What follows belongs to an exercise in optimizing a design on an open flow for small area, a short achievable clock period and few clock cycles per item; a production flow would make more cautious choices. Only simulation tests tie the RTL to the original design; equivalence was not proved. Power is estimated from default activity; no workload was simulated.

==> inputs of xenon <==
==> flow/design.v <==
`timescale 1ns/1ps
module km_mdist (
  input  logic [15:0] a,
  input  logic [15:0] b,
  output logic [8:0]  d
);
  logic [8:0] ex, ey;
  logic [7:0] xx, xy;
  assign ex = {1'b0, a[15:8]} + {1'b0, ~b[15:8]};
  assign ey = {1'b0, a[7:0]} + {1'b0, ~b[7:0]};
  assign xx = ex[7:0] ^ {8{~ex[8]}};
  assign xy = ey[7:0] ^ {8{~ey[8]}};
  assign d  = {1'b0, xx} + {1'b0, xy} + {7'd0, ex[8] & ey[8], ex[8] ^ ey[8]};
endmodule
module km_argmin (
  input  logic [35:0] d,      
  output logic [1:0]  idx
);
  logic [8:0] d0, d1, d2, d3, m01, m23;
  logic       b01, b23, b;
  assign {d3, d2, d1, d0} = d;
  assign b01 = d1 < d0;
  assign b23 = d3 < d2;
  assign m01 = b01 ? d1 : d0;
  assign m23 = b23 ? d3 : d2;
  assign b   = m23 < m01;
  assign idx = b ? {1'b1, b23} : {1'b0, b01};
endmodule
module km_sum #(parameter int K = 2) (
  input  logic        clk,
  input  logic        clr,
  input  logic        div,
  input  logic [8:0]  inc,
  input  logic [6:0]  n,
  output logic [13:0] q       
);
  logic [13:0] s;
  always_comb begin
    logic [6:0] t;
    q = s;
    for (int i = 0; i < K; i++) begin
      t = {q[13:8], q[7]};
      if (t >= n) begin
        t = t - n;
        q = {t[5:0], q[6:0], 1'b1};
      end else begin
        q = {t[5:0], q[6:0], 1'b0};
      end
    end
  end
  always_ff @(posedge clk) begin
    if (clr)      s <= '0;
    else if (div) s <= q;
    else          s <= s + {5'd0, inc};
  end
endmodule
module kmeans_top (
  input  logic        clk,
  input  logic        rst_n,
  input  logic        in_valid,
  input  logic [15:0] in_data,
  output logic        out_valid,
  output logic [15:0] out_data
);
  localparam int L  = 2;        
  localparam int T  = 64 / L;       
  localparam int K  = 2;        
  localparam int D  = 8 / K;        
  localparam logic [2:0] S_IDLE   = 3'd0;
  localparam logic [2:0] S_LOAD   = 3'd1;
  localparam logic [2:0] S_WAIT   = 3'd2;
  localparam logic [2:0] S_DIV    = 3'd3;
  localparam logic [2:0] S_STREAM = 3'd4;
  localparam logic [2:0] S_OUT    = 3'd5;
  logic [2:0]  st;
  logic [6:0]  cnt;
  logic        ld_v;
  logic        chg_q;
  logic [15:0] ring [64];
  logic [7:0]  cx [4];
  logic [7:0]  cy [4];
  logic [6:0]  n  [4];
  logic [63:0] cvec;
  logic [1:0]   a_q [L];
  logic [L-1:0] v2;
  logic [L-1:0] v1;
  always_ff @(posedge clk) begin
    ring[0] <= in_valid ? in_data : ring[63];
    for (int i = 1; i < 64; i++) ring[i] <= ring[i-1];
  end
  assign cvec = {cx[3], cy[3], cx[2], cy[2], cx[1], cy[1], cx[0], cy[0]};
  always_comb begin
    v1 = '0;
    if (st == S_STREAM) v1 = '1;
    v1[0] = v1[0] | ld_v;
  end
  logic [L-1:0] vA;
  for (genvar j = 0; j < L; j++) begin : g_lane
    logic [35:0] d, d_q;
    logic [1:0]  idx;
    km_mdist u_d0 (.a(ring[j*T]), .b(cvec[15:0]),  .d(d[8:0]));
    km_mdist u_d1 (.a(ring[j*T]), .b(cvec[31:16]), .d(d[17:9]));
    km_mdist u_d2 (.a(ring[j*T]), .b(cvec[47:32]), .d(d[26:18]));
    km_mdist u_d3 (.a(ring[j*T]), .b(cvec[63:48]), .d(d[35:27]));
    always_ff @(posedge clk) d_q <= d;
    km_argmin u_am (.d(d_q), .idx(idx));
    always_ff @(posedge clk) a_q[j] <= idx;
  end
  always_ff @(posedge clk) begin
    if (!rst_n) begin
      vA <= '0;
      v2 <= '0;
    end else begin
      vA <= v1;
      v2 <= vA;
    end
  end
  logic [7:0]  x0, x1, y0, y1;
  logic [8:0]  sxy_x, sxy_y;
  logic [3:0]  m0, m1;
  logic [13:0] qx [4];
  logic [13:0] qy [4];
  logic        clr, dv;
  logic        div_last;
  logic        changed;
  assign x0 = ring[2][15:8];
  assign y0 = ring[2][7:0];
  assign x1 = ring[T+2][15:8];
  assign y1 = ring[T+2][7:0];
  assign sxy_x = {1'b0, x0} + {1'b0, x1};
  assign sxy_y = {1'b0, y0} + {1'b0, y1};
  always_comb begin
    for (int k = 0; k < 4; k++) begin
      m0[k] = v2[0] && (a_q[0] == k[1:0]);
      m1[k] = v2[1] && (a_q[1] == k[1:0]);
    end
  end
  assign div_last = (st == S_DIV) && (cnt == 7'(D - 1));
  assign clr      = (st == S_IDLE) || div_last;
  assign dv       = (st == S_DIV);
  for (genvar k = 0; k < 4; k++) begin : g_clu
    logic [8:0] ix, iy;
    always_comb begin
      case ({m1[k], m0[k]})
        2'b11:   begin ix = sxy_x;        iy = sxy_y;        end
        2'b01:   begin ix = {1'b0, x0};   iy = {1'b0, y0};   end
        2'b10:   begin ix = {1'b0, x1};   iy = {1'b0, y1};   end
        default: begin ix = '0;           iy = '0;           end
      endcase
    end
    km_sum #(.K(K)) u_sx (.clk(clk), .clr(clr), .div(dv), .inc(ix), .n(n[k]), .q(qx[k]));
    km_sum #(.K(K)) u_sy (.clk(clk), .clr(clr), .div(dv), .inc(iy), .n(n[k]), .q(qy[k]));
    always_ff @(posedge clk) begin
      if (clr)      n[k] <= '0;
      else if (!dv) n[k] <= n[k] + {6'd0, m0[k]} + {6'd0, m1[k]};
    end
  end
  always_comb begin
    changed = 1'b0;
    for (int k = 0; k < 4; k++) begin
      if (n[k] != 7'd0 && (qx[k][7:0] != cx[k] || qy[k][7:0] != cy[k])) changed = 1'b1;
    end
  end
  always_ff @(posedge clk) begin
    for (int k = 0; k < 4; k++) begin
      if (st == S_LOAD && cnt == 7'd4) begin
        cx[k] <= ring[3-k][15:8];
        cy[k] <= ring[3-k][7:0];
      end else if (div_last && n[k] != 7'd0) begin
        cx[k] <= qx[k][7:0];
        cy[k] <= qy[k][7:0];
      end
    end
  end
  always_ff @(posedge clk) begin
    if (!rst_n) begin
      st        <= S_IDLE;
      cnt       <= '0;
      ld_v      <= 1'b0;
      chg_q     <= 1'b0;
      out_valid <= 1'b0;
    end else begin
      ld_v      <= (st == S_LOAD) && (cnt >= 7'd4);
      out_valid <= 1'b0;
      case (st)
        S_IDLE: begin
          cnt <= 7'd1;
          if (in_valid) st <= S_LOAD;
        end
        S_LOAD: begin
          cnt <= cnt + 7'd1;
          if (cnt == 7'd67) begin
            st  <= S_WAIT;
            cnt <= 7'd0;
          end
        end
        S_WAIT: begin
          cnt <= cnt + 7'd1;
          if (cnt == 7'd2) begin
            st  <= S_DIV;
            cnt <= 7'd0;
          end
        end
        S_DIV: begin
          cnt <= cnt + 7'd1;
          if (div_last) begin
            st    <= S_STREAM;
            cnt   <= 7'd0;
            chg_q <= changed;
          end
        end
        S_STREAM: begin
          cnt <= cnt + 7'd1;
          if (cnt == 7'd0 && !chg_q) begin
            st        <= S_OUT;
            cnt       <= 7'd1;
            out_valid <= 1'b1;
          end else if (cnt == 7'(T - 1)) begin
            st  <= S_WAIT;
            cnt <= 7'd1;
          end
        end
        S_OUT: begin
          cnt       <= cnt + 7'd1;
          out_valid <= 1'b1;
          if (cnt == 7'd3) st <= S_IDLE;
        end
        default: st <= S_IDLE;
      endcase
    end
  end
  always_ff @(posedge clk) begin
    if (!rst_n) out_data <= '0;
    else if (st == S_STREAM) out_data <= {cx[0], cy[0]};
    else out_data <= {cx[cnt[1:0]], cy[cnt[1:0]]};
  end
endmodule
==> flow/flow/run.sh <==
#!/bin/bash
set -euo pipefail
export BUFFER_PORTS_ARGS="-buffer_cell sky130_fd_sc_hd__buf_4"
export SETUP_SLACK_MARGIN=19.3
bash standard.sh finish > standard_flow.log 2>&1
==> flow/standard.sh <==
#!/bin/bash
# synth_recipe.tcl (not shown) runs the flow's synth.tcl, then flattens the netlist and writes it again
# the make line also repeats each setting of config.mk as NAME=value (left out here)
make -C /OpenROAD-flow-scripts/flow DESIGN_CONFIG=/design/flow/config.mk WORK_HOME=/design/flow/orfs CLKGATE_MAP_FILE= SYNTH_SCRIPT=/design/flow/synth_recipe.tcl "${@:-finish}"
==> flow/config.mk <==
export PLATFORM = sky130hd
export DESIGN_NAME = kmeans_top
export DESIGN_NICKNAME = kmeans_top
export VERILOG_FILES = /design/flow/design.v
export SDC_FILE = /design/flow/constraint.sdc
export NUM_CORES = 4
export LEC_CHECK = 0
export CAP_MARGIN = 20
export CORE_MARGIN = 2
export CORE_UTILIZATION = 65
export CTS_BUF_LIST = sky130_fd_sc_hd__clkbuf_16
export CTS_CLUSTER_DIAMETER = 60
export CTS_CLUSTER_SIZE = 30
export SLEW_MARGIN = 20
==> flow/constraint.sdc <==
create_clock -name core_clock -period 25.0 [get_ports {clk}]
set_input_delay 5.0000 -clock core_clock [delete_from_list [all_inputs] [get_ports {clk}]]
set_output_delay 5.0000 -clock core_clock [all_outputs]
set_load 0.01 [all_outputs]
==> sierra (differences from xenon) <==
==> flow/design.v, changed modules only <==
module km_sum #(parameter int K = 2) (
  input  logic        clk,
  input  logic        clr,
  input  logic        div,
  input  logic [8:0]  inc0,
  input  logic [8:0]  inc1,
  input  logic [6:0]  n,
  output logic [13:0] q       
);
  logic [13:0] s;
  always_comb begin
    logic [6:0] t;
    q = s;
    for (int i = 0; i < K; i++) begin
      t = {q[13:8], q[7]};
      if (t >= n) begin
        t = t - n;
        q = {t[5:0], q[6:0], 1'b1};
      end else begin
        q = {t[5:0], q[6:0], 1'b0};
      end
    end
  end
  always_ff @(posedge clk) begin
    if (clr)      s <= '0;
    else if (div) s <= q;
    else          s <= s + {5'd0, inc0} + {5'd0, inc1};
  end
endmodule
module kmeans_top (
  input  logic        clk,
  input  logic        rst_n,
  input  logic        in_valid,
  input  logic [15:0] in_data,
  output logic        out_valid,
  output logic [15:0] out_data
);
  localparam int L  = 4;        
  localparam int T  = 64 / L;       
  localparam int K  = 2;        
  localparam int D  = 8 / K;        
  localparam logic [2:0] S_IDLE   = 3'd0;
  localparam logic [2:0] S_LOAD   = 3'd1;
  localparam logic [2:0] S_WAIT   = 3'd2;
  localparam logic [2:0] S_DIV    = 3'd3;
  localparam logic [2:0] S_STREAM = 3'd4;
  localparam logic [2:0] S_OUT    = 3'd5;
  logic [2:0]  st;
  logic [6:0]  cnt;
  logic        ld_v;
  logic [15:0] ring [64];
  logic [7:0]  cx [4];
  logic [7:0]  cy [4];
  logic [6:0]  n  [4];
  logic [63:0] cvec;
  logic [1:0]   a_q [L];
  logic [L-1:0] v2;
  logic [L-1:0] v1;
  always_ff @(posedge clk) begin
    ring[0] <= in_valid ? in_data : ring[63];
    for (int i = 1; i < 64; i++) ring[i] <= ring[i-1];
  end
  assign cvec = {cx[3], cy[3], cx[2], cy[2], cx[1], cy[1], cx[0], cy[0]};
  always_comb begin
    v1 = '0;
    if (st == S_STREAM) v1 = '1;
    v1[0] = v1[0] | ld_v;
  end
  logic [L-1:0] vA;
  for (genvar j = 0; j < L; j++) begin : g_lane
    logic [35:0] d, d_q;
    logic [1:0]  idx;
    km_mdist u_d0 (.a(ring[j*T]), .b(cvec[15:0]),  .d(d[8:0]));
    km_mdist u_d1 (.a(ring[j*T]), .b(cvec[31:16]), .d(d[17:9]));
    km_mdist u_d2 (.a(ring[j*T]), .b(cvec[47:32]), .d(d[26:18]));
    km_mdist u_d3 (.a(ring[j*T]), .b(cvec[63:48]), .d(d[35:27]));
    always_ff @(posedge clk) d_q <= d;
    km_argmin u_am (.d(d_q), .idx(idx));
    always_ff @(posedge clk) a_q[j] <= idx;
  end
  always_ff @(posedge clk) begin
    if (!rst_n) begin
      vA <= '0;
      v2 <= '0;
    end else begin
      vA <= v1;
      v2 <= vA;
    end
  end
  logic [7:0]  px [4];
  logic [7:0]  py [4];
  logic [8:0]  pair_x [2];
  logic [8:0]  pair_y [2];
  logic [3:0]  m [4];
  logic [13:0] qx [4];
  logic [13:0] qy [4];
  logic        clr, dv;
  logic        div_last;
  logic        changed;
  always_comb begin
    for (int j = 0; j < 4; j++) begin
      px[j] = ring[j*T+2][15:8];
      py[j] = ring[j*T+2][7:0];
      for (int k = 0; k < 4; k++) m[j][k] = v2[j] && (a_q[j] == k[1:0]);
    end
    for (int h = 0; h < 2; h++) begin
      pair_x[h] = {1'b0, px[2*h]} + {1'b0, px[2*h+1]};
      pair_y[h] = {1'b0, py[2*h]} + {1'b0, py[2*h+1]};
    end
  end
  assign div_last = (st == S_DIV) && (cnt == 7'(D - 1));
  assign clr      = (st == S_IDLE) || div_last;
  assign dv       = (st == S_DIV);
  for (genvar k = 0; k < 4; k++) begin : g_clu
    logic [8:0] hx [2];
    logic [8:0] hy [2];
    always_comb begin
      for (int h = 0; h < 2; h++) begin
        case ({m[2*h+1][k], m[2*h][k]})
          2'b11:   begin hx[h] = pair_x[h];          hy[h] = pair_y[h];          end
          2'b01:   begin hx[h] = {1'b0, px[2*h]};    hy[h] = {1'b0, py[2*h]};    end
          2'b10:   begin hx[h] = {1'b0, px[2*h+1]};  hy[h] = {1'b0, py[2*h+1]};  end
          default: begin hx[h] = '0;                 hy[h] = '0;                 end
        endcase
      end
    end
    km_sum #(.K(K)) u_sx (.clk(clk), .clr(clr), .div(dv), .inc0(hx[0]), .inc1(hx[1]), .n(n[k]), .q(qx[k]));
    km_sum #(.K(K)) u_sy (.clk(clk), .clr(clr), .div(dv), .inc0(hy[0]), .inc1(hy[1]), .n(n[k]), .q(qy[k]));
    always_ff @(posedge clk) begin
      if (clr)      n[k] <= '0;
      else if (!dv) n[k] <= n[k] + {6'd0, m[0][k]} + {6'd0, m[1][k]} + {6'd0, m[2][k]} + {6'd0, m[3][k]};
    end
  end
  always_comb begin
    changed = 1'b0;
    for (int k = 0; k < 4; k++) begin
      if (n[k] != 7'd0 && (qx[k][7:0] != cx[k] || qy[k][7:0] != cy[k])) changed = 1'b1;
    end
  end
  always_ff @(posedge clk) begin
    for (int k = 0; k < 4; k++) begin
      if (st == S_LOAD && cnt == 7'd4) begin
        cx[k] <= ring[3-k][15:8];
        cy[k] <= ring[3-k][7:0];
      end else if (div_last && n[k] != 7'd0) begin
        cx[k] <= qx[k][7:0];
        cy[k] <= qy[k][7:0];
      end
    end
  end
  always_ff @(posedge clk) begin
    if (!rst_n) begin
      st        <= S_IDLE;
      cnt       <= '0;
      ld_v      <= 1'b0;
      out_valid <= 1'b0;
    end else begin
      ld_v      <= (st == S_LOAD) && (cnt >= 7'd4);
      out_valid <= 1'b0;
      case (st)
        S_IDLE: begin
          cnt <= 7'd1;
          if (in_valid) st <= S_LOAD;
        end
        S_LOAD: begin
          cnt <= cnt + 7'd1;
          if (cnt == 7'd67) begin
            st  <= S_WAIT;
            cnt <= 7'd0;
          end
        end
        S_WAIT: begin
          cnt <= cnt + 7'd1;
          if (cnt == 7'd2) begin
            st  <= S_DIV;
            cnt <= 7'd0;
          end
        end
        S_DIV: begin
          cnt <= cnt + 7'd1;
          if (div_last) begin
            cnt <= 7'd0;
            if (changed) begin
              st <= S_STREAM;
            end else begin
              st        <= S_OUT;
              cnt       <= 7'd1;
              out_valid <= 1'b1;
            end
          end
        end
        S_STREAM: begin
          cnt <= cnt + 7'd1;
          if (cnt == 7'(T - 1)) begin
            st  <= S_WAIT;
            cnt <= 7'd1;
          end
        end
        S_OUT: begin
          cnt       <= cnt + 7'd1;
          out_valid <= 1'b1;
          if (cnt == 7'd3) st <= S_IDLE;
        end
        default: st <= S_IDLE;
      endcase
    end
  end
  always_ff @(posedge clk) begin
    if (!rst_n) out_data <= '0;
    else if (st == S_DIV) out_data <= {cx[0], cy[0]};
    else out_data <= {cx[cnt[1:0]], cy[cnt[1:0]]};
  end
endmodule
==> ember (differences from xenon) <==
==> flow/design.v, changed modules only <==
module kmeans_top (
  input  logic        clk,
  input  logic        rst_n,
  input  logic        in_valid,
  input  logic [15:0] in_data,
  output logic        out_valid,
  output logic [15:0] out_data
);
  localparam int L  = 4;        
  localparam int T  = 64 / L;       
  localparam int K  = 2;        
  localparam int D  = 8 / K;        
  localparam logic [2:0] S_IDLE   = 3'd0;
  localparam logic [2:0] S_LOAD   = 3'd1;
  localparam logic [2:0] S_WAIT   = 3'd2;
  localparam logic [2:0] S_DIV    = 3'd3;
  localparam logic [2:0] S_STREAM = 3'd4;
  localparam logic [2:0] S_OUT    = 3'd5;
  logic [2:0]  st;
  logic [6:0]  cnt;
  logic        ld_v;
  logic        chg_q;
  logic [15:0] ring [64];
  logic [7:0]  cx [4];
  logic [7:0]  cy [4];
  logic [13:0] sx [4];
  logic [13:0] sy [4];
  logic [6:0]  n  [4];
  logic [1:0]  a_q [L];
  logic [L-1:0] v2;
  logic [L-1:0] v1;
  always_ff @(posedge clk) begin
    ring[0] <= in_valid ? in_data : ring[63];
    for (int i = 1; i < 64; i++) ring[i] <= ring[i-1];
  end
  function automatic logic [8:0] mdist(input logic [15:0] p, input logic [7:0] x, input logic [7:0] y);
    logic [7:0] dx, dy;
    dx = (p[15:8] > x) ? p[15:8] - x : x - p[15:8];
    dy = (p[7:0] > y) ? p[7:0] - y : y - p[7:0];
    mdist = {1'b0, dx} + {1'b0, dy};
  endfunction
  always_comb begin
    v1 = '0;
    if (st == S_STREAM) v1 = '1;
    v1[0] = v1[0] | ld_v;
  end
  for (genvar j = 0; j < L; j++) begin : g_lane
    logic [15:0] p;
    logic [8:0]  d0, d1, d2, d3, m01, m23;
    logic        b01, b23, b;
    assign p   = ring[j*T];
    assign d0  = mdist(p, cx[0], cy[0]);
    assign d1  = mdist(p, cx[1], cy[1]);
    assign d2  = mdist(p, cx[2], cy[2]);
    assign d3  = mdist(p, cx[3], cy[3]);
    assign b01 = d1 < d0;
    assign b23 = d3 < d2;
    assign m01 = b01 ? d1 : d0;
    assign m23 = b23 ? d3 : d2;
    assign b   = m23 < m01;
    always_ff @(posedge clk) begin
      a_q[j] <= b ? {1'b1, b23} : {1'b0, b01};
    end
  end
  always_ff @(posedge clk) begin
    if (!rst_n) v2 <= '0;
    else        v2 <= v1;
  end
  logic [13:0] incx [4];
  logic [13:0] incy [4];
  logic [6:0]  incn [4];
  always_comb begin
    for (int k = 0; k < 4; k++) begin
      incx[k] = '0;
      incy[k] = '0;
      incn[k] = '0;
      for (int j = 0; j < L; j++) begin
        if (v2[j] && a_q[j] == k[1:0]) begin
          incx[k] = incx[k] + {6'd0, ring[(j*T+1) % 64][15:8]};
          incy[k] = incy[k] + {6'd0, ring[(j*T+1) % 64][7:0]};
          incn[k] = incn[k] + 7'd1;
        end
      end
    end
  end
  function automatic logic [13:0] divk(input logic [13:0] z, input logic [6:0] dv);
    logic [13:0] r;
    logic [6:0]  t;
    r = z;
    for (int s = 0; s < K; s++) begin
      t = {r[13:8], r[7]};
      if (t >= dv) begin
        t = t - dv;
        r = {t[5:0], r[6:0], 1'b1};
      end else begin
        r = {t[5:0], r[6:0], 1'b0};
      end
    end
    divk = r;
  endfunction
  logic [13:0] qx [4];
  logic [13:0] qy [4];
  logic        div_last;
  logic        changed;
  always_comb begin
    for (int k = 0; k < 4; k++) begin
      qx[k] = divk(sx[k], n[k]);
      qy[k] = divk(sy[k], n[k]);
    end
  end
  assign div_last = (st == S_DIV) && (cnt == 7'(D - 1));
  always_comb begin
    changed = 1'b0;
    for (int k = 0; k < 4; k++) begin
      if (n[k] != 7'd0 && (qx[k][7:0] != cx[k] || qy[k][7:0] != cy[k])) changed = 1'b1;
    end
  end
  always_ff @(posedge clk) begin
    for (int k = 0; k < 4; k++) begin
      if (st == S_IDLE || div_last) begin
        sx[k] <= '0;
        sy[k] <= '0;
        n[k]  <= '0;
      end else if (st == S_DIV) begin
        sx[k] <= qx[k];
        sy[k] <= qy[k];
      end else begin
        sx[k] <= sx[k] + incx[k];
        sy[k] <= sy[k] + incy[k];
        n[k]  <= n[k] + incn[k];
      end
    end
  end
  always_ff @(posedge clk) begin
    for (int k = 0; k < 4; k++) begin
      if (st == S_LOAD && cnt == 7'd4) begin
        cx[k] <= ring[3-k][15:8];
        cy[k] <= ring[3-k][7:0];
      end else if (div_last && n[k] != 7'd0) begin
        cx[k] <= qx[k][7:0];
        cy[k] <= qy[k][7:0];
      end
    end
  end
  always_ff @(posedge clk) begin
    if (!rst_n) begin
      st        <= S_IDLE;
      cnt       <= '0;
      ld_v      <= 1'b0;
      chg_q     <= 1'b0;
      out_valid <= 1'b0;
    end else begin
      ld_v      <= (st == S_LOAD) && (cnt >= 7'd4);
      out_valid <= 1'b0;
      case (st)
        S_IDLE: begin
          cnt <= 7'd1;
          if (in_valid) st <= S_LOAD;
        end
        S_LOAD: begin
          cnt <= cnt + 7'd1;
          if (cnt == 7'd67) begin
            st  <= S_WAIT;
            cnt <= 7'd0;
          end
        end
        S_WAIT: begin
          cnt <= cnt + 7'd1;
          if (cnt == 7'd1) begin
            st  <= S_DIV;
            cnt <= 7'd0;
          end
        end
        S_DIV: begin
          cnt <= cnt + 7'd1;
          if (div_last) begin
            st    <= S_STREAM;
            cnt   <= 7'd0;
            chg_q <= changed;
          end
        end
        S_STREAM: begin
          cnt <= cnt + 7'd1;
          if (cnt == 7'd0 && !chg_q) begin
            st        <= S_OUT;
            cnt       <= 7'd1;
            out_valid <= 1'b1;
          end else if (cnt == 7'(T - 1)) begin
            st  <= S_WAIT;
            cnt <= 7'd1;
          end
        end
        S_OUT: begin
          cnt       <= cnt + 7'd1;
          out_valid <= 1'b1;
          if (cnt == 7'd3) st <= S_IDLE;
        end
        default: st <= S_IDLE;
      endcase
    end
  end
  always_ff @(posedge clk) begin
    if (!rst_n) out_data <= '0;
    else if (st == S_STREAM) out_data <= {cx[0], cy[0]};
    else out_data <= {cx[cnt[1:0]], cy[cnt[1:0]]};
  end
endmodule
// module km_mdist removed
// module km_argmin removed
// module km_sum removed
==> flow/run.sh (new file) <==
#!/bin/bash
# synth_recipe.tcl (not shown) runs the flow's synth.tcl, then flattens the netlist and writes it again
# the make line also repeats each setting of config.mk as NAME=value (left out here)
make -C /OpenROAD-flow-scripts/flow DESIGN_CONFIG=/design/flow/config.mk WORK_HOME=/design/flow/orfs CLKGATE_MAP_FILE= SYNTH_SCRIPT=/design/flow/synth_recipe.tcl finish
--- a/flow/config.mk
+++ b/flow/config.mk
@@ -8,7 +8,4 @@
 export CAP_MARGIN = 20
 export CORE_MARGIN = 2
-export CORE_UTILIZATION = 65
-export CTS_BUF_LIST = sky130_fd_sc_hd__clkbuf_16
-export CTS_CLUSTER_DIAMETER = 60
-export CTS_CLUSTER_SIZE = 30
+export CORE_UTILIZATION = 40
 export SLEW_MARGIN = 20
removed: flow/flow/run.sh
removed: flow/standard.sh
==> notes <==
Against xenon, the clock power of ember is higher by about 30%. Area after synthesis: xenon is smaller than ember (31%). Total power: xenon < sierra < ember. Of sierra and xenon, sierra has the higher routed wire length (gap about 60%, measured against xenon). Of sierra and ember, ember has the higher design area (gap 14%, measured against ember). Of xenon and sierra, sierra has the higher non-clock buffer count (gap 19). The lowest maximum frequency belongs to ember, the highest to xenon.
==> figures <==
Status: sierra no timing/DRC/antenna violations; xenon no timing/DRC/antenna violations; ember no timing/DRC/antenna violations
Fraction of area in multi-input gates: sierra 50.5%; xenon 41.8%; ember 56.5%
Routed length per instance: sierra 25.6 um; xenon 21.0 um; ember 26.1 um
Via-to-Cell Ratio: sierra 6.10; xenon 5.74; ember 5.69
Clock tree buffer count of the final layout: sierra 92; xenon 88; ember 173
Nonclk buf count: sierra 82; xenon 63; ember 186
Seq/Total Area, Yosys: sierra 41.8%; xenon 50.9%; ember 33.6%
Drt initial violations: sierra 5596; xenon 2771; ember 5642
Setup slack of the most critical reg-to-reg path: sierra 19.44 ns; xenon 19.66 ns; ember 16.84 ns
Initial cell density of the core: sierra 65.6%; xenon 65.6%; ember 40.2%
Switching part of the total: sierra 37.3%; xenon 32.6%; ember 36.6%
Highest achievable clock rate: sierra 162 MHz; xenon 162 MHz; ember 123 MHz
Share of the core filled with cells: sierra 70.6%; xenon 71.5%; ember 44.8%
Area-dominant class: sierra multi-input combinational cells; xenon flip-flops and latches; ember multi-input combinational cells
Routed length on met1: sierra 83400 um; xenon 54500 um; ember 120000 um
Fraction of layout cells with a size suffix above 1: sierra 6.17%; xenon 6.30%; ember 8.76%
Testbench counts of xenon, summed over its fixed seeds: cycles 33,150, jobs 144.
Testbench counts of sierra, summed over its fixed seeds: cycles 23,838, jobs 144.
Testbench counts of ember, summed over its fixed seeds: cycles 23,265, jobs 144.

separate check: timing with driven ports:
In the flow no input, the clock included, has a driving cell. The finished layouts below were timed again as built, in two steps. Step 1 assumes that a clkbuf_16 drives the clock port and a buf_2 every other input. Step 2 adds t to the input delays and takes it off the output delays; t is the mean of the earliest and latest rising clock arrival at the registers after step 1. Input paths then give back, and output paths get back, about the clock's delay inside the block. Slacks: ideal / step 1 / step 2; pairs: ideal / step 1.
run	shift t [ns]	setup WS [ns]	worst setup path at the end	latest minus earliest clock arrival (ns)	cell pins on the clock port's net
xenon	0.736	18.841 / 18.771 / 18.630	input to register	0.049 / 0.049	1
sierra	0.795	18.835 / 18.760 / 18.620	input to register	0.044 / 0.044	1
ember	0.891	16.840 / 16.840 / 16.840	register to register	0.051 / 0.051	1
After both steps every run listed still meets setup and hold. For sierra, which loses most, drivers alone change the setup slack by -0.075 ns; drivers and shift together by -0.215 ns.
